From an optimization exercise on the open Yosys and OpenROAD flow, aimed at small area, a short achievable clock period and few clock cycles; shortcuts taken in it are not production practice. Function was checked by simulation only, so behaviour that the tests miss may differ from the original. Power is estimated from default activity; no workload was simulated.

**design/flow/flow/run.sh**
```bash
#!/bin/bash
# The standard layout, with the port buffers made from the smallest
# plain buffer instead of the cell buffer_ports picks by itself
set -euo pipefail
export BUFFER_PORTS_ARGS="-buffer_cell sky130_fd_sc_hd__buf_1"
bash standard.sh > standard_sh.log 2>&1
```
**design/flow/standard.sh**
```bash
#!/bin/bash
# synth_recipe.tcl (not shown) runs the flow's synth.tcl, then flattens the netlist and writes it again
# the make line also repeats each setting of config.mk as NAME=value (left out here)
make -C /OpenROAD-flow-scripts/flow DESIGN_CONFIG=/design/flow/config.mk WORK_HOME=/design/flow/orfs CLKGATE_MAP_FILE= SYNTH_SCRIPT=/design/flow/synth_recipe.tcl "${@:-finish}"
```
**design/flow/config.mk**
```make
export PLATFORM = sky130hd
export DESIGN_NAME = wr_gen_top
export DESIGN_NICKNAME = wr_gen_top
export VERILOG_FILES = /design/flow/design.v
export SDC_FILE = /design/flow/constraint.sdc
export NUM_CORES = 4
export LEC_CHECK = 0
export CAP_MARGIN = 20
export CORE_AREA = 5 5 260 260
export CTS_CLUSTER_DIAMETER = 100
export CTS_CLUSTER_SIZE = 20
export DIE_AREA = 0 0 265 265
export SETUP_SLACK_MARGIN = 2.5
export SLEW_MARGIN = 20
```
**design/flow/constraint.sdc**
```tcl
create_clock -name core_clock -period 5.0 [get_ports {clk}]
set_input_delay 1.0000 -clock core_clock [delete_from_list [all_inputs] [get_ports {clk}]]
set_output_delay 1.0000 -clock core_clock [all_outputs]
set_load 0.01 [all_outputs]
```
**design/flow/design.v**
```verilog
package wr_gen_cfg_pkg;
  typedef logic [2:0] cfg_addr_t;
  typedef logic [31:0] cfg_data_t;
  typedef logic [31:0] incr_t;
  typedef logic [64-1:0] byte_mask_t;
  typedef logic [2:0] psize_t;
  typedef logic [9-1:0] wcount_t;
endpackage
package wr_gen_data_pkg;
  typedef logic [52-1:0] addr_t;
  typedef logic [32-1:0] pattern_t;
  typedef logic [9-1:0] index_t;
  typedef logic [64*8-1:0] line_t;
  typedef enum logic [1:0] {
    IDLE  = 2'd0,
    RUN   = 2'd1,
    DRAIN = 2'd2,
    DONE  = 2'd3
  } seq_state_t;
endpackage
`timescale 1ns/10ps
module wr_gen_top
(
  input  logic                      clk,
  input  logic                      reset_n,
  input  logic                      i_cfg_wr,
  input  wr_gen_cfg_pkg::cfg_addr_t  i_cfg_addr,
  input  wr_gen_cfg_pkg::cfg_data_t  i_cfg_data,
  input  logic                      i_start,
  input  wr_gen_data_pkg::addr_t     i_base_addr,
  input  wr_gen_data_pkg::pattern_t  i_start_pattern,
  input  logic                      i_wr_ready,
  output logic                      o_busy,
  output logic                      o_wr_valid,
  output wr_gen_data_pkg::addr_t     o_wr_addr,
  output wr_gen_data_pkg::line_t     o_wr_data,
  output wr_gen_cfg_pkg::byte_mask_t o_wr_strb
);
  wr_gen_cfg_pkg::incr_t     incr;
  wr_gen_cfg_pkg::cfg_data_t mask_lo_n;
  wr_gen_cfg_pkg::cfg_data_t mask_hi_n;
  wr_gen_cfg_pkg::psize_t    psize;
  wr_gen_cfg_pkg::wcount_t   wcount;
  logic                      busy;
  logic                      valid;
  wr_gen_cfg_pkg::wcount_t   left;    
  wr_gen_data_pkg::addr_t    addr;
  logic [31:0]               lane_n;  
  logic [31:0]               lane;
  logic ps1, ps2, ps4, psv;
  logic start_acc, accept, last;
  logic [31:0] lane_start;
  logic [31:0] lane_inc;
  logic [3:0]  full;
  logic [3:0]  cin;
  logic [63:0] byte_mask;
  logic [63:0] mask_n;
  assign ps1 = (psize == 3'd1);
  assign ps2 = (psize == 3'd2);
  assign ps4 = (psize == 3'd4);
  assign psv = ps1 | ps2 | ps4;
  assign start_acc = i_start && !busy;
  assign accept    = valid && i_wr_ready;
  assign last      = (left == 9'd1);
  always_ff @(posedge clk)
  begin
    if (!reset_n)
    begin
      incr    <= '0;
      mask_lo_n <= '1;
      mask_hi_n <= '1;
      psize   <= '0;
      wcount  <= '0;
    end
    else if (i_cfg_wr && !busy)
    begin
      case (i_cfg_addr)
        3'd0:    incr    <= i_cfg_data;
        3'd1: mask_lo_n <= ~i_cfg_data;
        3'd2: mask_hi_n <= ~i_cfg_data;
        3'd3:   psize   <= i_cfg_data[2:0];
        3'd4:   wcount  <= i_cfg_data[9-1:0];
        default: ;
      endcase
    end
  end
  logic [51:0] addr_inc;
  logic        c16;         
  logic        c16_next;
  logic [16:0] lo_sum;
  logic [17:0] la_sum;
  logic [16:0] mid_sum;
  logic [16:0] st_sum;
  logic [19:0] hi_inc;
  always_comb
  begin
    lo_sum  = {1'b0, addr[15:0]} + {1'b0, incr[15:0]};
    mid_sum = {1'b0, addr[31:16]} + {1'b0, incr[31:16]} + {16'd0, c16};
    hi_inc  = addr[51:32] + 20'd1;
    addr_inc = {mid_sum[16] ? hi_inc : addr[51:32], mid_sum[15:0], lo_sum[15:0]};
    la_sum   = {2'b0, addr[15:0]} + {1'b0, incr[15:0], 1'b0};
    c16_next = c16 ? la_sum[17] : (la_sum[17] | la_sum[16]);
    st_sum   = {1'b0, i_base_addr[15:0]} + {1'b0, incr[15:0]};
  end
  always_ff @(posedge clk)
  begin
    if (!reset_n)
    begin
      busy  <= 1'b0;
      valid <= 1'b0;
    end
    else if (start_acc)
    begin
      busy  <= 1'b1;
      valid <= (wcount != '0);
    end
    else
    begin
      busy  <= valid && !(accept && last);
      valid <= valid && !(accept && last);
    end
  end
  always_comb
  begin
    case (psize)
      3'd1:    lane_start = {4{i_start_pattern[7:0]}};
      3'd2:    lane_start = {2{i_start_pattern[15:0]}};
      3'd4:    lane_start = i_start_pattern;
      default: lane_start = '0;
    endcase
  end
  always_comb
  begin
    for (int j = 0; j < 4; j++)
      full[j] = &lane[8*j +: 8];
    cin[0] = 1'b1;
    cin[1] = ps1 | full[0];
    cin[2] = ps4 ? (full[0] & full[1]) : 1'b1;
    cin[3] = ps4 ? (full[0] & full[1] & full[2]) : (ps1 | full[2]);
    for (int j = 0; j < 4; j++)
      for (int k = 0; k < 8; k++)
        lane_inc[8*j+k] = lane[8*j+k] ^ (cin[j] & (&(lane[8*j +: 8] | ~(8'hff >> (8 - k)))));
  end
  always_ff @(posedge clk)
  begin
    if (start_acc)
    begin
      addr <= i_base_addr;
      c16  <= st_sum[16];
      left <= wcount;
    end
    else if (accept)
    begin
      addr <= addr_inc;
      c16  <= c16_next;
      left <= left - 1'b1;
    end
  end
  always_ff @(posedge clk)
  begin
    if (!reset_n)
      lane_n <= '1;
    else if (start_acc)
      lane_n <= ~lane_start;
    else if (accept && psv)
      lane_n <= ~lane_inc;
  end
  assign lane      = ~lane_n;
  assign mask_n    = {mask_hi_n, mask_lo_n};
  assign byte_mask = ~mask_n;
  always_comb
  begin
    for (int i = 0; i < 64; i++)
      o_wr_data[8*i +: 8] = ~({8{mask_n[i]}} | lane_n[8*(i%4) +: 8]);
  end
  assign o_busy     = busy;
  assign o_wr_valid = valid;
  assign o_wr_addr  = addr;
  assign o_wr_strb  = byte_mask;
endmodule
```
==> results of run 1 <==
worst paths after layout:
kind,slack (ps),from,endpoint
setup / recovery,2300,c16,addr[49]
setup reg to reg,2300,c16,addr[49]
hold / removal,480,incr[28],incr[28]
hold reg to reg,480,incr[28],incr[28]
cells by family after synthesis:
kind of cell	Yosys count
XOR/XNOR	62
AND/OR/NAND/NOR	933
adder cells (fa/ha/maj)	71
buffers and inverters	291
flip-flops	204
AO/OA/AOI/OAI	348
multiplexers	13
placed cells by master, fill, tap and decap left out, types with 9 or more instances in the layout:
cell type / count
a22oi_1: 10
dfxtp_1: 82
buf_12: 11
xnor2_1: 27
inv_1: 92
mux2i_1: 13
o21ai_0: 77
nor4_1: 9
nor2_1: 572
edfxtp_1: 62
clkbuf_16: 17
buf_6: 11
nand3_1: 23
o211ai_1: 78
buf_4: 20
nand2_1: 235
a21boi_0: 33
a21oi_1: 59
dfxtp_2: 45
nor2b_1: 16
dfxtp_4: 15
nand4_1: 9
ha_1: 67
buf_1: 745
a21o_1: 10
nor3_1: 11
xor2_1: 33
worst reg2reg max path, cell delays in order, from the launching register on:
cell and delay [ps]:
edfxtp_1 460, fa_2 410, inv_2 70, fa_2 220, nor2b_4 50, o31ai_4 220
a21oi_2 100, a311o_1 430, a31oi_4 210, buf_12 160, o21ai_4 110
layer usage:
| metal | share of wire (%) | track usage [%] | wire length (µm) |
|---|---|---|---|
| met1 | 43 | 28.1 | 34500 |
| met2 | 46 | 34.5 | 36700 |
| met5 | 0.064 | 0 | 51 |
| met3 | 7.8 | 4.23 | 6250 |
| met4 | 3.5 | 7.15 | 2840 |
Yosys cell counts, types with 3 or more instances:
cell      count  area share [%]
mux2i_1      13            0.96
o21ai_0      83             3.1
xor2_1       34             2.2
nand4b_1      3            0.19
a211oi_1      9            0.50
nand4_1       9            0.41
and3b_1       4            0.26
o21a_1        8            0.44
a21oi_1      62             2.3
nor4_1       11            0.51
nor3_1       11            0.41
a21boi_0     33             1.8
nand2_1     237             6.6
o21bai_1      5            0.28
a31oi_1       8            0.37
o211ai_1     78             4.3
nor2_1      575              16
and4_1        4            0.26
nand3_1      23            0.85
and3_1        5            0.23
o22a_1        4            0.26
nor2b_1      19            0.88
buf_1        28            0.77
nor3b_1       4            0.22
and2_1        4            0.18
edfxtp_1     62              14
inv_1        93             2.6
xnor2_1      28             1.8
nand3b_1      4            0.22
o31ai_1       8            0.44
nand2b_1      7            0.32
a22oi_1      10            0.55
clkbuf_1    159             4.4
a221o_1       7            0.52
ha_1         68             6.3
dfxtp_1     142              21
fa_1          3            0.44
or3_1         3            0.14
buf_2         9            0.33
a21o_1       10            0.55
per-stage QoR:
step | instance area [µm²] | total power [mW] | hold slack [ps] | util [%] | std cells
2_1_floorplan | 13600 | 2.39 | 447 | - | 1922
3_3_place_gp | 17000 | 2.77 | 458 | 26.4 | 3365
3_5_place_dp | 17100 | 2.78 | 466 | 26.5 | 3366
4_1_cts | 18000 | 4.33 | 479 | 27.9 | 3406
5_1_grt | 18300 | 4.49 | 495 | 28.3 | 3413
6_report | 18300 | 4.27 | 477 | 28.3 | 3415
what timing repair did:
action | in CTS | in global routing
resized for setup | 101 | 63
pin swaps | 15 | 19
endpoints found under the setup margin | 551 | 228
buffers inserted | 8 | 7
gates cloned | 3 | 0
state kept, by name (all words and copies together) (netlist names):
| register | cells |
|---|---|
| mask_hi_n | 32 |
| c16 | 1 |
| mask_lo_n | 32 |
| valid | 1 |
| lane_n | 32 |
| psize | 3 |
| addr | 52 |
| incr | 32 |
| wcount | 9 |
| busy | 1 |
| left | 9 |
cell type report:
cell class,instances,area share (%)
Multi-Input combinational cell,1430,43.9
Sequential cell,204,26.4
Timing Repair Buffer,801,18.7
Tap cell,855,5.85
Clock buffer,21,2.41
Inverter,94,1.94
Clock inverter,8,0.719
Antenna cell,2,0.0274
power breakdown:
| part | leakage, nW | total (mW) | switching [mW] | internal, mW |
|---|---|---|---|---|
| clock | 0.276 | 1.49 | 0.771 | 0.723 |
| sequential | 1.74 | 1.98 | 0.157 | 1.82 |
| combinational | 4.85 | 0.797 | 0.527 | 0.270 |
| total | 6.86 | 4.27 | 1.46 | 2.81 |
==> summary.md, run 1 <==
| Metric | Value |
|---|---|
| First-pass GRT wire length | `110,000 µm` |
| H-tree levels | `1` |
| Die area | `70,200 µm²` |
| Peak Freq | `371 MHz` |
| Initial antenna violation count | `8` |
| Gpl congestion | `0.852` |
| Crit end category | `register` |
| Iter 0 DRT Violations | `1,327` |
| Final period utilization | `53.9%` |
| RSZ-0062 raised after global routing | `yes` |
| WP data arrival | `2950 ps` |
| Slowest CP cell | `edfxtp_1` |
| Least-Margin Pin Slew | `868 ps` |
| Post-DRT Antenna Nets | `0` |
| Via count | `16,100` |
| Most common cell on crit path | `fa_2` |
| Largest net degree at the start of global routing | `84` |
| Reg clk slew, reported paths | `90 ps` |
| Hold Crit Class | `reg -> reg` |
| Layout cell share with drive strength beyond 1 | `7.39%` |
| Top_reg_cell synth | `dfxtp_1` |
| Area grow syn2layout | `34.7%` |
| Leakage power | `6.86 nW` |
| Via density | `4.71` |
| Die Width | `265 µm` |
| Critical Path Start Type | `register` |
| Largest family of logic cells by synthesized area | `simple AND/OR/NAND/NOR gates` |
| CP Class | `reg -> reg` |
| Routed WL per cell | `23.5 µm` |
| Critical path buffer and inverter count | `2` |
| Finish-stage setup viols | `0` |
| Synth Area in Adders | `6.71%` |
| Post-synth net total | `2,117` |
| Pre-antenna DRT Iters | `5` |
| FF+latch count, synth | `204` |
| Fin crit period | `2700 ps` |
| Rows | `93` |
| Initial core utilization | `21.0%` |
| Max incr delay on CP | `460 ps` |
| CP max FO | `5` |
| Final Max Tran Viols | `0` |
| Synthesized area per cell | `7.06 µm²` |
| CTS tree | `yes` |
| Fraction of synthesized cell area in xor and xnor cells | `4.00%` |
| Setup TNS | `0 ps` |
| Worst-case vdd ir drop | `0.000192 V` |
| Compound-Gate Fraction of Synth Area | `17.0%` |
| Mux cell area share after synthesis | `0.959%` |
| Worst slack, placed | `1920 ps` |
| CP delay by family, top | `compound AO/OA/AOI/OAI gates` |
| Post-synth EDFFs | `62` |
| Worst clock skew | `19.9 ps` |
| Skew-Pair Late Insertion Delay | `520 ps` |
| Dpl hpwl | `62,700 µm` |
| Max transition margin | `42.1%` |
| Post-Syn Instances | `1,922` |
| Layout Nets | `2,743` |
| WL final | `80,300 µm` |
| Async S/R FF share, synth | `0%` |
| Worst path depth | `10` |
| IO buf count | `753` |
| Maxcap violations | `0` |
| I/O pin count | `754` |
| Core box area | `64,500 µm²` |
| Sequential cell area | `4820 µm²` |
| Max clock buf depth | `3` |
| Area of the multi-input gates | `8030 µm²` |
| Chip height | `265 µm` |
| Fillers | `7,176` |
| Vias in the first global route | `14,800` |
| Syn. warnings | `1` |
| WP data required | `5250 ps` |
| Critical-path cell list | `fa_2 -> inv_2 -> fa_2 -> nor2b_4 -> o31ai_4 -> a21oi_2 -> a311o_1 -> a31oi_4 -> buf_12 -> o21ai_4` |
| Clk sinks | `204` |
| Mapped Area | `13,600 µm²` |
| Total congestion overflow | `0` |
| Sequential fraction of the synthesis area | `34.7%` |
| GRT Total Usage | `21.2%` |
| Power per cell area | `234 nW/µm²` |
| TritonCTS Buffers | `17` |
| PnR worst setup slack | `2300 ps` |
| Drt drc | `0` |
| Status | `finished clean` |
| Reg2Reg Depth | `10` |
| Post-synthesis cell type count | `66` |
| Cts hold-fix bufs | `0` |
| Final hold vios | `0` |
| Simple-gate share of the synthesized area | `28.4%` |
| Hold Path Stages | `2` |
| Root Buffer | `clkbuf_16` |
Testbench counts, summed over its fixed seeds: cycles 15,876.
==> inputs of run 2 (changes only) <==
--- a/design/flow/config.mk
+++ b/design/flow/config.mk
@@ -11,4 +11,4 @@
 export CTS_CLUSTER_SIZE = 20
 export DIE_AREA = 0 0 265 265
-export SETUP_SLACK_MARGIN = 2.5
+export SETUP_SLACK_MARGIN = 2.4
 export SLEW_MARGIN = 20
==> run 2 against run 1 <==
- clock power shrank 9%
- first-iteration DRC count grew 24%
- area after synthesis is the same
- fmax fell by 3.3%
- non-clock buffer count fell by 7
- largest power group unchanged
- highest routed layer unchanged
==> summary.md, run 2 <==
| Metric | Value |
|---|---|
| Max clock buf depth | `3` |
| Switching Share | `33.9%` |
| Via density | `4.71` |
| Worst Hold Launch | `incr[29]` |
| Status | `finished clean` |
| Max transition margin | `38.9%` |
| Cell taking the most area after synthesis | `dfxtp_1` |
| Vias in the first global route | `14,700` |
| Area grow syn2layout | `31.5%` |
| Via count | `16,100` |
| Critical Path Start Type | `register` |
| Async S/R FF share, synth | `0%` |
| Share of the synthesized area in the top cell type | `21.0%` |
| Synth top cells by count | `575 x nor2_1, 237 x nand2_1, 159 x clkbuf_1` |
| I/O pin count | `754` |
| Reg2Reg Depth | `10` |
| Most common cell in the netlist | `nor2_1` |
| GRT Total Usage | `20.8%` |
| P_sw | `1.40 mW` |
| Hold Slack | `487 ps` |
| Hold Crit Class | `reg -> reg` |
| Die area | `70,200 µm²` |
| Iter 0 DRT Violations | `1,643` |
| Most common cell after layout, fill and taps aside | `buf_1` |
| Syn. warnings | `1` |
| IO buf count | `753` |
| Max FFs per register | `52` |
| Critical Path Sink | `addr[50]` |
| Worst r2r src | `c16` |
| Sequential fraction of the synthesis area | `34.7%` |
| Crit end category | `register` |
| Logic pwr share | `18.7%` |
| Largest net degree at the start of global routing | `87` |
| Peak Freq | `359 MHz` |
| P_int | `2.72 mW` |
| Mapped Area | `13,600 µm²` |
| WL final | `79,400 µm` |
| Pre-antenna DRT Iters | `5` |
| Largest cells by area after synthesis | `dfxtp_1 21%, nor2_1 16%, edfxtp_1 14%` |
| Post-DRT Antenna Nets | `0` |
| Power per cell area | `230 nW/µm²` |
| Reg-to-Reg End | `addr[50]` |
| Top_reg_cell synth | `dfxtp_1` |
| Total congestion overflow | `0` |
| Clock Power Share | `33.1%` |
| Post-synth net total | `2,117` |
| Least-Margin Pin Slew | `917 ps` |
| Synthesized area per cell | `7.06 µm²` |
| Clk sinks | `204` |
| Area of the multi-input gates | `7940 µm²` |
| CP Class | `reg -> reg` |
| Final Max Tran Viols | `0` |
| CP max FO | `5` |
| FF+latch count, synth | `204` |
| Rows | `93` |
| Post-synthesis cell type count | `66` |
| Chip height | `265 µm` |
| Post-synth EDFFs | `62` |
| Final hold vios | `0` |
| Layout Nets | `2,735` |
| First-pass GRT wire length | `109,000 µm` |
| Most frequent cells in the layout | `749 x buf_1, 572 x nor2_1, 235 x nand2_1` |
| Initial antenna violation count | `8` |
| Post-Syn Instances | `1,922` |
| Finish-stage setup viols | `0` |
| WP data arrival | `3030 ps` |
| Fillers | `7,139` |
| RSZ-0062 raised after global routing | `yes` |
| Critical Path Start | `c16` |
| Top reg by flops | `addr` |
| Layout cell share with drive strength beyond 1 | `5.73%` |
| WP data required | `5240 ps` |
| Worst-case vdd ir drop | `0.000179 V` |
| Final period utilization | `55.7%` |
| Worst clock skew | `32.0 ps` |
| Core box area | `64,500 µm²` |
| H-tree levels | `1` |
| Sequential cell area | `4760 µm²` |
| Drt drc | `0` |
| Register share of total power | `48.2%` |
| Skew-Pair Late Insertion Delay | `530 ps` |
| Maxcap violations | `0` |
| Reg2Reg Setup Slack | `2210 ps` |
| Die Width | `265 µm` |
| CTS tree | `yes` |
| Dpl hpwl | `63,000 µm` |
| Leakage power | `6.68 nW` |
| Gpl congestion | `0.886` |
| Routed WL per cell | `23.3 µm` |
| Root Buffer | `clkbuf_16` |
| Fin crit period | `2790 ps` |
| Reg clk slew, reported paths | `100 ps` |
| Initial core utilization | `21.0%` |
| Cts hold-fix bufs | `0` |
| TritonCTS Buffers | `16` |
| Fin util | `27.7%` |
| Setup TNS | `0 ps` |
run 2: cell types whose count changed in the layout (fill, tap and decap cells not counted), moves of 5 or more:
cell	before	now
buf_6	11	4
diode_2	2	7
buf_12	11	3
dfxtp_4	15	4
dfxtp_2	45	33
buf_8	6	0
dfxtp_1	82	105
buf_4	20	34
run 2: worst min-delay path by stage:
stage               end  cells after the start
6_report       incr[29]                      2
2_1_floorplan  incr[24]                      2
5_1_grt        incr[29]                      2
3_5_place_dp   incr[18]                      2
4_1_cts        incr[29]                      2
3_3_place_gp   incr[29]                      2
run 2: layer usage:
metal / vias to the layer above / part of all wire (%) / global-route usage (%)
met5: - / 0.044 / 0
met4: 6 / 1.6 / 3.76
met3: 91 / 9.8 / 5.46
met2: 881 / 46 / 34.1
met1: 7500 / 43 / 28.2
li1: 7579 / - / -
run 2: power groups by stage:
stage,combinational (mW),sequential (mW),clock (mW)
2_1_floorplan,0.453,1.94,0
3_3_place_gp,0.746,2.02,0
3_5_place_dp,0.751,2.02,0
4_1_cts,0.769,1.98,1.41
5_1_grt,0.850,2.00,1.47
6_report,0.768,1.98,1.36
run 2: final cells by class:
type                    instances  share of cell area [%]
repair buffers                794                    17.9
multi-input cells            1430                    44.5
well taps                     855                    6.00
clock buffers                  21                    2.41
inverters                      94                    1.98
diodes                          7                  0.0982
flip-flops and latches        204                    26.7
clock inverters                 6                   0.442
run 2: through the flow:
stage	instances	power (mW)	worst slack, ps	cell area [µm²]
floorplan	1922	2.39	2370	13600
global placement	3361	2.76	1910	17000
detailed placement	3361	2.77	2020	17000
CTS	3400	4.16	2240	17700
global route	3405	4.31	2150	17800
finish	3411	4.11	2210	17800
run 2: what timing repair did:
action | 4_1_cts | 5_1_grt
pin swaps | 8 | 2
setup endpoints to repair | 335 | 75
gates resized for setup | 40 | 31
setup buffers | 9 | 4
cloned | 3 | 0
run 2: logic make-up (layout without fill, tap and decap cells):
kind of cell,count (synthesis),count (layout),share of synthesized area [%]
flops,204,204,34.7
fa+ha+maj,71,71,6.71
simple gates,933,933,28.4
other cells,0,7,0
xor+xnor,62,62,4.00
compound gates,348,351,17.0
mux,13,13,0.959
buf+inv,291,915,8.19
run 2: worst max-delay path: stages (launching register included):
cell and delay (ps):
edfxtp_1 480, fa_2 430, inv_2 70, fa_2 230, nor2b_4 60, o31ai_4 210
a21oi_2 90, a311o_1 380, a31oi_4 300, buf_12 160, o21ai_4 100
==> inputs of run 3 (changes only) <==
--- a/design/flow/design.v
+++ b/design/flow/design.v
@@ -146,5 +146,4 @@
     if (start_acc)
     begin
-      addr <= i_base_addr;
       c16  <= st_sum[16];
       left <= wcount;
@@ -152,8 +151,16 @@
     else if (accept)
     begin
-      addr <= addr_inc;
       c16  <= c16_next;
       left <= left - 1'b1;
     end
+  end
+  always_ff @(posedge clk)
+  begin
+    if (!reset_n)
+      addr <= '0;
+    else if (start_acc)
+      addr <= i_base_addr;
+    else if (accept)
+      addr <= addr_inc;
   end
   always_ff @(posedge clk)
==> run 3 against run 2 <==
- highest routed layer unchanged
- global-route usage down 0.081 points
- critical path type unchanged
- wire length up 0.59%
- via count up 5.1%
- still clean on timing, DRC and antenna
- die area unchanged
==> summary.md, run 3 <==
| Metric | Value |
|---|---|
| Worst-case vdd ir drop | `0.000237 V` |
| Routed WL per cell | `23.1 µm` |
| Power per cell area | `225 nW/µm²` |
| Share of the synthesized area in the top cell type | `28.8%` |
| Skew-Pair Late Insertion Delay | `510 ps` |
| Least-Margin Pin Slew | `955 ps` |
| P_sw | `1.35 mW` |
| Worst r2r src | `c16` |
| Hold endpoint | `incr[31]` |
| Final Max Tran Viols | `0` |
| Die area | `70,200 µm²` |
| Initial antenna violation count | `11` |
| Chip height | `265 µm` |
| Syn. warnings | `1` |
| Dpl hpwl | `62,900 µm` |
| Post-synth EDFFs | `10` |
| Reg-to-Reg End | `addr[49]` |
| Iter 0 DRT Violations | `1,786` |
| Most frequent cells in the layout | `747 x buf_1, 588 x nor2_1, 213 x nand2_1` |
| I/O pin count | `754` |
| Vias in the first global route | `14,800` |
| Post-synthesis cell type count | `74` |
| Max transition margin | `36.2%` |
| Max FFs per register | `52` |
| WP data required | `5390 ps` |
| Reg2Reg Depth | `12` |
| Layout Nets | `2,785` |
| Drt drc | `0` |
| Placed insts | `3,411` |
| Top_reg_cell synth | `dfxtp_1` |
| Logic pwr share | `16.6%` |
| Initial core utilization | `20.9%` |
| GRT Total Usage | `20.8%` |
| Fin util | `27.8%` |
| Post-DRT Antenna Nets | `0` |
| CTS tree | `yes` |
| Finish-stage setup viols | `0` |
| IO buf count | `753` |
| Hold Path Stages | `2` |
| Hold Crit Class | `reg -> reg` |
| Switching Share | `33.5%` |
| Final hold vios | `0` |
| Worst clock skew | `20.8 ps` |
| P_int | `2.68 mW` |
| Post-Syn Instances | `1,995` |
| Area grow syn2layout | `32.9%` |
| FF+latch count, synth | `204` |
| Mapped Area | `13,500 µm²` |
| Largest net degree at the start of global routing | `70` |
| Critical Path Start Type | `register` |
| Max clock buf depth | `3` |
| Reg clk slew, reported paths | `90 ps` |
| CP Class | `reg -> reg` |
| Largest cells by area after synthesis | `dfxtp_1 29%, nor2_1 16%, ha_1 6.3%` |
| Reg2Reg Setup Slack | `2330 ps` |
| Gpl congestion | `0.869` |
| Clock Power Share | `35.6%` |
| Via density | `4.88` |
| Status | `finished clean` |
| Pre-antenna DRT Iters | `5` |
| Register share of total power | `47.8%` |
| Crit end category | `register` |
| Synth top cells by count | `591 x nor2_1, 215 x nand2_1, 194 x dfxtp_1` |
| Final period utilization | `53.4%` |
| Peak Freq | `375 MHz` |
| Via count | `16,900` |
| Maxcap violations | `0` |
| Total congestion overflow | `0` |
| H-tree levels | `1` |
| Setup TNS | `0 ps` |
| Worst slack, placed | `1480 ps` |
| WP data arrival | `3050 ps` |
| TritonCTS Buffers | `16` |
| Async S/R FF share, synth | `0%` |
| RSZ-0062 raised after global routing | `yes` |
| Core box area | `64,500 µm²` |
| WL final | `79,900 µm` |
| Final std cells w/o fill | `3,458` |
| Most common cell in the netlist | `nor2_1` |
| Clk sinks | `204` |
| Worst Hold Launch | `incr[31]` |
| Top reg by flops | `addr` |
| Die Width | `265 µm` |
| First-pass GRT wire length | `110,000 µm` |
| Sequential fraction of the synthesis area | `31.0%` |
| CP max FO | `3` |
| Leakage power | `7.09 nW` |
| Rows | `93` |
| Layout cell share with drive strength beyond 1 | `7.04%` |
| PnR worst setup slack | `2330 ps` |
| Fin crit period | `2670 ps` |
| Most common cell after layout, fill and taps aside | `buf_1` |
| Root Buffer | `clkbuf_16` |
| Synthesized area per cell | `6.76 µm²` |
| Cell taking the most area after synthesis | `dfxtp_1` |
| Post-synth net total | `2,190` |
run 3: routing by layer:
layer  global-route usage, %  vias up  routed length, µm  part of all wire [%]
li1                        -     7845                  -                     -
met1                    27.6     8066              33500                    42
met2                    33.3      887              36200                    45
met3                    7.66       70               9330                    12
met4                    2.60        6                794                  0.99
met5                       0        -                 54                 0.068
run 3: how the worst max path moves through the flow:
stage | startpoint | slack [ps] | endpoint | depth (start not counted)
floorplan | lane_n[1] | 2390 | lane_n[31] | 11
global placement | i_wr_ready | 1500 | lane_n[31] | 7
detailed placement | i_wr_ready | 1480 | lane_n[31] | 7
CTS | c16 | 2300 | addr[51] | 11
global route | c16 | 2220 | addr[49] | 12
finish | c16 | 2330 | addr[49] | 12
run 3: metrics by stage:
| step | hold WS (ps) | instance area (µm²) | total power [mW] |
|---|---|---|---|
| after floorplan | 440 | 13600 | 2.27 |
| after global placement | 457 | 16800 | 2.61 |
| after detailed placement | 464 | 16800 | 2.61 |
| after CTS | 478 | 17800 | 4.07 |
| after global routing | 496 | 17900 | 4.21 |
| final | 472 | 17900 | 4.02 |
run 3: power by group through the flow:
| stage | Sequential, mW | Clock (mW) | Combinational (mW) |
|---|---|---|---|
| 2_1_floorplan | 1.83 | 0 | 0.438 |
| 3_3_place_gp | 1.96 | 0 | 0.651 |
| 3_5_place_dp | 1.96 | 0 | 0.653 |
| 4_1_cts | 1.92 | 1.48 | 0.669 |
| 5_1_grt | 1.94 | 1.53 | 0.737 |
| 6_report | 1.92 | 1.43 | 0.668 |
run 3: final cells by class:
class | instances | area [µm²]
antenna | 4 | 10.0
clock buffer | 20 | 457
clock inverter | 7 | 90.1
fill | 7216 | 46600
inverter | 85 | 319
multi-input combinational | 1491 | 8520
sequential | 204 | 4270
tap | 855 | 1070
timing repair buffer | 792 | 3170
run 3: logic make-up (layout without fill, tap and decap cells):
family | after synthesis | count (layout) | share of synthesized area (%)
AOI/OAI and AO/OA | 408 | 408 | 19.8
xor gates and xnor gates | 62 | 62 | 4.03
adders and majority gates | 72 | 72 | 6.83
buffers and inverters | 300 | 904 | 8.44
DFF | 204 | 204 | 31.0
muxes | 14 | 14 | 1.04
other | 0 | 4 | 0
and+or+nand+nor | 935 | 935 | 28.8
run 3: worst max-delay path, stage by stage, from the launching register on:
cell and delay [ps]:
edfxtp_1 390, fa_2 230, inv_2 40, fa_2 350, nor2b_4 130, o31a_1 210
o2111ai_2 160, o31a_4 360, buf_6 130, buf_6 120, nor3b_4 190, xnor2_1 150
a21oi_1 80
run 3: timing repair:
| action | in CTS | in global routing |
|---|---|---|
| pin swaps | 43 | 29 |
| hold buffers | 0 | 0 |
| cloned | 0 | 0 |
| setup endpoints to repair | 425 | 89 |
| buffers inserted | 13 | 3 |
| gates resized for setup | 91 | 35 |
| endpoints found under the hold margin | 0 | 0 |
Testbench counts of run 3, summed over its fixed seeds: cycles 15,876.
==> inputs of run 4 (changes only) <==
--- a/design/flow/config.mk
+++ b/design/flow/config.mk
@@ -11,4 +11,4 @@
 export CTS_CLUSTER_SIZE = 20
 export DIE_AREA = 0 0 265 265
-export SETUP_SLACK_MARGIN = 2.4
+export SETUP_SLACK_MARGIN = 2.2
 export SLEW_MARGIN = 20
==> run 4 against run 3 <==
- clock power down 4%
- clock-buffer cell count is the same
- die area did not move
- wire length shrank 1.0%
- clock skew increased by 19 ps
- largest cell class unchanged
- combinational power shrank 2%
- area after synthesis did not move
- global-route usage shrank 0.11 points
- via count shrank 0.84%
- power fell by 1.7%
- non-clock buffer count fell by 4
==> summary.md, run 4 <==
| Metric | Value |
|---|---|
| Synthesized area per cell | `6.76 µm²` |
| Worst slack, placed | `1510 ps` |
| P_sw | `1.34 mW` |
| Pre-antenna DRT Iters | `6` |
| P_int | `2.61 mW` |
| Final Max Tran Viols | `0` |
| Synth top cells by count | `591 x nor2_1, 215 x nand2_1, 194 x dfxtp_1` |
| Drt drc | `0` |
| Largest cells by area after synthesis | `dfxtp_1 29%, nor2_1 16%, ha_1 6.3%` |
| GR Layer Usage met3 | `7.78%` |
| Post-synthesis cell type count | `74` |
| Syn. warnings | `1` |
| Most frequent cells in the layout | `752 x buf_1, 591 x nor2_1, 215 x nand2_1` |
| Max clock buf depth | `3` |
| Hold Crit Class | `reg -> reg` |
| Die area | `70,200 µm²` |
| Rows | `93` |
| Worst clock skew | `39.9 ps` |
| Fin util | `27.3%` |
| Share of the synthesized area in the top cell type | `28.8%` |
| CP max FO | `13` |
| Skew-Pair Late Insertion Delay | `520 ps` |
| Maxcap violations | `0` |
| Crit end category | `primary output` |
| Iter 0 DRT Violations | `1,784` |
| Reg-to-Reg End | `addr[50]` |
| Top reg by flops | `addr` |
| Routed WL per cell | `22.8 µm` |
| RSZ-0062 raised after global routing | `yes` |
| Fillers | `7,218` |
| Fin crit period | `2750 ps` |
| Sequential fraction of the synthesis area | `31.0%` |
| CTS tree | `yes` |
| Layout cell share with drive strength beyond 1 | `4.59%` |
| Finish-stage setup viols | `0` |
| Leakage power | `6.87 nW` |
| Hold Slack | `473 ps` |
| Setup TNS | `0 ps` |
| I/O pin count | `754` |
| GR Layer Usage met1 | `27.8%` |
| Hold Path Stages | `2` |
| Final std cells w/o fill | `3,460` |
| Clk sinks | `204` |
| Area grow syn2layout | `30.7%` |
| Chip height | `265 µm` |
| Final hold vios | `0` |
| Final Cell Area | `17,600 µm²` |
| Post-synth EDFFs | `10` |
| Layout Nets | `2,783` |
| Switching Share | `34.0%` |
| Die Width | `265 µm` |
| First-pass GRT wire length | `110,000 µm` |
| Worst-case vdd ir drop | `0.000155 V` |
| Initial core utilization | `20.9%` |
| Via count | `16,700` |
| IO buf count | `753` |
| H-tree levels | `1` |
| Reg clk slew, reported paths | `90 ps` |
| Cell taking the most area after synthesis | `dfxtp_1` |
| Gpl congestion | `0.888` |
| Least-Margin Pin Slew | `934 ps` |
| Final period utilization | `54.9%` |
| Gr busiest metal | `met2` |
| Logic pwr share | `16.6%` |
| Worst Hold Launch | `incr[22]` |
| Top_reg_cell synth | `dfxtp_1` |
| WP data required | `4000 ps` |
| Dpl hpwl | `62,400 µm` |
| Placed insts | `3,412` |
| Final Power | `3.95 mW` |
| Sequential cell area | `4220 µm²` |
| FF+latch count, synth | `204` |
| Vias in the first global route | `14,900` |
| Register share of total power | `48.7%` |
| Max FFs per register | `52` |
| WP data arrival | `1750 ps` |
| Met2 Track Usage GR | `32.0%` |
| Total congestion overflow | `0` |
| Async S/R FF share, synth | `0%` |
| CP delay by family, top | `flip-flops` |
| Initial antenna violation count | `16` |
| PnR worst setup slack | `2250 ps` |
| Area of the multi-input gates | `8360 µm²` |
| Max transition margin | `37.7%` |
| Critical path buffer and inverter count | `2` |
| Critical Path Start Type | `register` |
| Reg2Reg Depth | `11` |
| Reg2Reg Setup Slack | `2280 ps` |
| Worst r2r src | `c16` |
| GRT Total Usage | `20.7%` |
| Post-synth net total | `2,190` |
| Clock Power Share | `34.7%` |
| Power per cell area | `225 nW/µm²` |
| Critical-path cell list | `buf_4 -> nor2_1 -> buf_1` |
| Most common cell after layout, fill and taps aside | `buf_1` |
| Max incr delay on CP | `640 ps` |
| Root Buffer | `clkbuf_16` |
| WL final | `79,000 µm` |
| Post-Syn Instances | `1,995` |
| CP Class | `reg -> out` |
| Via density | `4.84` |
| Hold endpoint | `incr[22]` |
| TritonCTS Buffers | `16` |
| Placed cell areas | `16,800 µm²` |
| Most common cell in the netlist | `nor2_1` |
| Slowest CP cell | `dfxtp_1` |
| Peak Freq | `364 MHz` |
| Largest net degree at the start of global routing | `126` |
| Post-DRT Antenna Nets | `0` |
| Mapped Area | `13,500 µm²` |
| Core box area | `64,500 µm²` |
| Status | `finished clean` |
[run 4: layer usage]
layer | share of wire (%) | routed length [µm]
met5 | 0.057 | 45
met4 | 1.8 | 1450
met3 | 12 | 9420
met2 | 44 | 34700
met1 | 42 | 33400
[run 4: worst register-to-register path, cell delays in order, from the launching register on]
cell and delay (ps):
edfxtp_1 380, fa_1 210, inv_1 60, fa_1 380, nor2b_2 160, o31a_1 210, o2111ai_4 200, o31a_4 400
buf_4 170, nor3_2 190, xnor2_1 140, a21oi_1 80
[run 4: cell families after synthesis]
kind of cell / count (synthesis) / synth area share, %
AO/OA/AOI/OAI: 408 / 19.8
XOR/XNOR: 62 / 4.03
adder cells (fa/ha/maj): 72 / 6.83
buffers and inverters: 300 / 8.44
flip-flops: 204 / 31.0
multiplexers: 14 / 1.04
AND/OR/NAND/NOR: 935 / 28.8
[run 4: cell type report]
class                      instances  area share (%)
clock inverter                     5           0.369
tap                              855            6.07
antenna                           10           0.142
clock buffer                      20            2.54
sequential                       204            23.9
multi-input combinational       1493            47.5
inverter                          85            1.81
timing repair buffer             788            17.6
[run 4: power groups by stage]
| stage | Clock [mW] | Sequential [mW] | Combinational, mW |
|---|---|---|---|
| 6_report | 1.37 | 1.93 | 0.656 |
| 5_1_grt | 1.45 | 1.94 | 0.725 |
| 4_1_cts | 1.41 | 1.93 | 0.650 |
| 3_5_place_dp | 0 | 1.96 | 0.644 |
| 3_3_place_gp | 0 | 1.96 | 0.643 |
| 2_1_floorplan | 0 | 1.83 | 0.434 |
[run 4: worst max-delay path by stage]
stage,start,endpoint,cells past startpoint
2_1_floorplan,lane_n[1],lane_n[31],11
3_3_place_gp,i_wr_ready,lane_n[31],7
3_5_place_dp,i_wr_ready,lane_n[31],7
4_1_cts,lane_n[26],o_wr_data[186],2
5_1_grt,c16,addr[42],10
6_report,lane_n[23],o_wr_data[471],3
[run 4: timing repair]
item                       CTS  global route
gates cloned                 2             0
gates resized for setup     31            25
buffers inserted             2             9
setup endpoints to repair  155            86
pin swaps                    4             4
hold buffers                 0             0
==> inputs of run 5 (changes only) <==
--- a/design/flow/config.mk
+++ b/design/flow/config.mk
@@ -11,4 +11,4 @@
 export CTS_CLUSTER_SIZE = 20
 export DIE_AREA = 0 0 265 265
-export SETUP_SLACK_MARGIN = 2.2
+export SETUP_SLACK_MARGIN = 2.3
 export SLEW_MARGIN = 20
==> run 5 against run 4 <==
- still clean
- first-iteration DRC count fell by 8.0%
- fmax rose by 1.6%
- non-clock buffer count is 2 lower
==> summary.md, run 5 <==
| Metric | Value |
|---|---|
| Status | `finished clean` |
| Final Max Tran Viols | `0` |
| Root Buffer | `clkbuf_16` |
| Core box area | `64,500 µm²` |
| Worst-case vdd ir drop | `0.000164 V` |
| Hold Path Stages | `2` |
| Peak Freq | `370 MHz` |
| Area grow syn2layout | `30.5%` |
| Leakage power | `6.82 nW` |
| Post-DRT Antenna Nets | `0` |
| Fillers | `7,209` |
| Top reg by flops | `addr` |
| Async S/R FF share, synth | `0%` |
| Critical Path Sink | `addr[41]` |
| Most common cell on crit path | `fa_2` |
| Area of the multi-input gates | `8420 µm²` |
| Pre-antenna DRT Iters | `5` |
| Reg2Reg Depth | `11` |
| Crit end category | `register` |
| Worst clock skew | `19.2 ps` |
| Post-synth net total | `2,190` |
| Power per cell area | `218 nW/µm²` |
| Largest net degree at the start of global routing | `68` |
| Synthesized area per cell | `6.76 µm²` |
| Critical Path Start Type | `register` |
| WL final | `80,700 µm` |
| Via count | `16,700` |
| I/O pin count | `754` |
| Total congestion overflow | `0` |
| Final Cell Area | `17,600 µm²` |
| Post-synthesis cell type count | `74` |
| RSZ-0062 raised after global routing | `yes` |
| Clk sinks | `204` |
| Vias in the first global route | `14,900` |
| Final hold vios | `0` |
| Maxcap violations | `0` |
| Rows | `93` |
| Cell taking the most area after synthesis | `dfxtp_1` |
| Largest cells by area after synthesis | `dfxtp_1 29%, nor2_1 16%, ha_1 6.3%` |
| Critical Path Start | `c16` |
| Die Width | `265 µm` |
| Layout Nets | `2,780` |
| Least-Margin Pin Slew | `802 ps` |
| Max transition margin | `46.5%` |
| H-tree levels | `1` |
| CP Class | `reg -> reg` |
| Sequential fraction of the synthesis area | `31.0%` |
| Post-synth EDFFs | `10` |
| Fin crit period | `2700 ps` |
| Reg-to-Reg End | `addr[41]` |
| Hold Crit Class | `reg -> reg` |
| Setup TNS | `0 ps` |
| Slowest CP cell | `o31a_4` |
| WP data arrival | `3080 ps` |
| Placed cell areas | `16,800 µm²` |
| Layout cell share with drive strength beyond 1 | `5.25%` |
| Reg clk slew, reported paths | `90 ps` |
| Dpl hpwl | `63,500 µm` |
| Cts hold-fix bufs | `0` |
| Top_reg_cell synth | `dfxtp_1` |
| GRT Total Usage | `21.2%` |
| Share of the synthesized area in the top cell type | `28.8%` |
| Most common cell after layout, fill and taps aside | `buf_1` |
| FF+latch count, synth | `204` |
| Finish-stage setup viols | `0` |
| Max clock buf depth | `3` |
| IO buf count | `753` |
| TritonCTS Buffers | `15` |
| Chip height | `265 µm` |
| Drt drc | `0` |
| Via density | `4.82` |
| Max incr delay on CP | `430 ps` |
| Routed WL per cell | `23.4 µm` |
| Post-Syn Instances | `1,995` |
| WP data required | `5380 ps` |
| Synth top cells by count | `591 x nor2_1, 215 x nand2_1, 194 x dfxtp_1` |
| Gpl congestion | `0.909` |
| Reg2Reg Setup Slack | `2300 ps` |
| Max FFs per register | `52` |
| CTS tree | `yes` |
| CP max FO | `5` |
| Final period utilization | `54.0%` |
| Die area | `70,200 µm²` |
| First-pass GRT wire length | `112,000 µm` |
| Initial antenna violation count | `15` |
| Initial core utilization | `20.9%` |
| Sequential cell area | `4230 µm²` |
| Iter 0 DRT Violations | `1,642` |
| Mapped Area | `13,500 µm²` |
| Skew-Pair Late Insertion Delay | `500 ps` |
| Critical-path cell list | `fa_2 -> inv_2 -> fa_2 -> nor2b_4 -> o31a_1 -> o2111ai_4 -> o31a_4 -> buf_4 -> nor4b_4 -> xnor2_1 -> a21oi_1` |
| Most frequent cells in the layout | `750 x buf_1, 588 x nor2_1, 214 x nand2_1` |
| Worst r2r src | `c16` |
| Most common cell in the netlist | `nor2_1` |
| Syn. warnings | `1` |
## run 5: cell count changes in the layout (fill, tap and decap cells not counted), moves of 3 or more
cell,delta
nor3b_2,-3
nor2_1,-3
buf_4,-5
dfxtp_1,-9
buf_6,+4
inv_1,-3
dfxtp_2,+8
## run 5: metal layers
metal  part of all wire (%)  vias up  track usage (%)
li1                       -     7855                -
met1                     43     7833             28.5
met2                     45      878             33.7
met3                     11       78             7.14
met4                    1.4       12             3.20
met5                  0.099        -                0
## run 5: metrics by stage
step / std cells / power [mW] / utilization [%] / hold WS [ps] / setup slack (ps)
2_1_floorplan: 1995 / 2.27 / - / 440 / 2300
3_3_place_gp: 3412 / 2.60 / 26.0 / 460 / 1890
3_5_place_dp: 3412 / 2.61 / 26.0 / 459 / 1880
4_1_cts: 3441 / 3.86 / 27.0 / 475 / 2310
5_1_grt: 3446 / 4.01 / 27.3 / 491 / 2160
6_report: 3454 / 3.84 / 27.3 / 478 / 2300
## run 5: where the power goes
part	switching [mW]	internal [mW]	leakage, nW	total (mW)
combinational	0.441	0.224	4.93	0.666
clock	0.678	0.572	0.211	1.25
sequential	0.197	1.73	1.68	1.92
total	1.32	2.52	6.82	3.84
## run 5: worst min path at each step
stage	startpoint	endpoint
2_1_floorplan	incr[18]	incr[18]
3_3_place_gp	incr[31]	incr[31]
3_5_place_dp	incr[31]	incr[31]
4_1_cts	incr[31]	incr[31]
5_1_grt	incr[31]	incr[31]
6_report	incr[31]	incr[31]
## run 5: worst max-delay path: cells and delay by family, from the launching register on
kind / cells / cell delay, ps
AO/OA/AOI/OAI: 4 / 890
adder cells (fa/ha/maj): 2 / 610
flip-flops: 1 / 390
AND/OR/NAND/NOR: 2 / 340
buffers and inverters: 2 / 200
XOR/XNOR: 1 / 140
## run 5: cells by family (layout without fill, tap and decap cells)
logic type / count (synthesis) / after routing / share of synthesized area, %
and+or+nand+nor: 935 / 935 / 28.8
xor gates and xnor gates: 62 / 62 / 4.03
adders and majority gates: 72 / 72 / 6.83
AOI/OAI and AO/OA: 408 / 410 / 19.8
other: 0 / 8 / 0
muxes: 14 / 14 / 1.04
buffers and inverters: 300 / 894 / 8.44
DFF: 204 / 204 / 31.0
## run 5: repair_timing
action / in CTS / in global routing
pin swaps: 2 / 23
gates resized for setup: 47 / 41
setup endpoints to repair: 281 / 78
cloned: 2 / 0
setup buffers: 4 / 5
## run 5: layout make-up
type,instances,area share [%]
diodes,8,0.114
clock buffers,19,2.22
clock inverters,4,0.235
inverters,85,1.83
multi-input cells,1493,47.9
flip-flops and latches,204,24.1
well taps,855,6.08
repair buffers,786,17.6

separate check: timing with driven ports:
The results above use ideal ports. As a check the final layouts listed here were re-extracted and re-timed, cells and wires unchanged. Step 1 sets driving cells, clkbuf_16 on the clock port and buf_2 on the other inputs (assumed; they add their load-dependent delay and slew). Step 2 moves the port delays by t, midway between the first and last clock arrival at a register: inputs arrive t later, outputs are due t later. That takes back most of the time a late clock gives input paths. Three values: ideal ports, drivers, drivers and shift; two values: the first two.
run | shift t [ns] | setup slack, ns | hold WS [ns] | clock arrival spread, ns | cell pins on the clock port's net
run 1 | 0.574 | 2.304 / 2.304 / 2.118 | 0.477 / 0.477 / 0.477 | 0.029 / 0.029 | 1
run 2 | 0.570 | 2.213 / 2.213 / 1.950 | 0.487 / 0.487 / 0.487 | 0.039 / 0.038 | 1
run 3 | 0.551 | 2.331 / 2.331 / 1.833 | 0.472 / 0.472 / 0.472 | 0.025 / 0.025 | 1
run 4 | 0.559 | 2.255 / 2.200 / 1.918 | 0.473 / 0.473 / 0.473 | 0.051 / 0.052 | 1
run 5 | 0.544 | 2.299 / 2.299 / 2.044 | 0.478 / 0.478 / 0.478 | 0.032 / 0.031 | 1
After both steps every run listed still meets setup and hold. For run 3, which loses most, drivers alone change the setup slack by 0.000 ns; drivers and shift together by -0.498 ns.
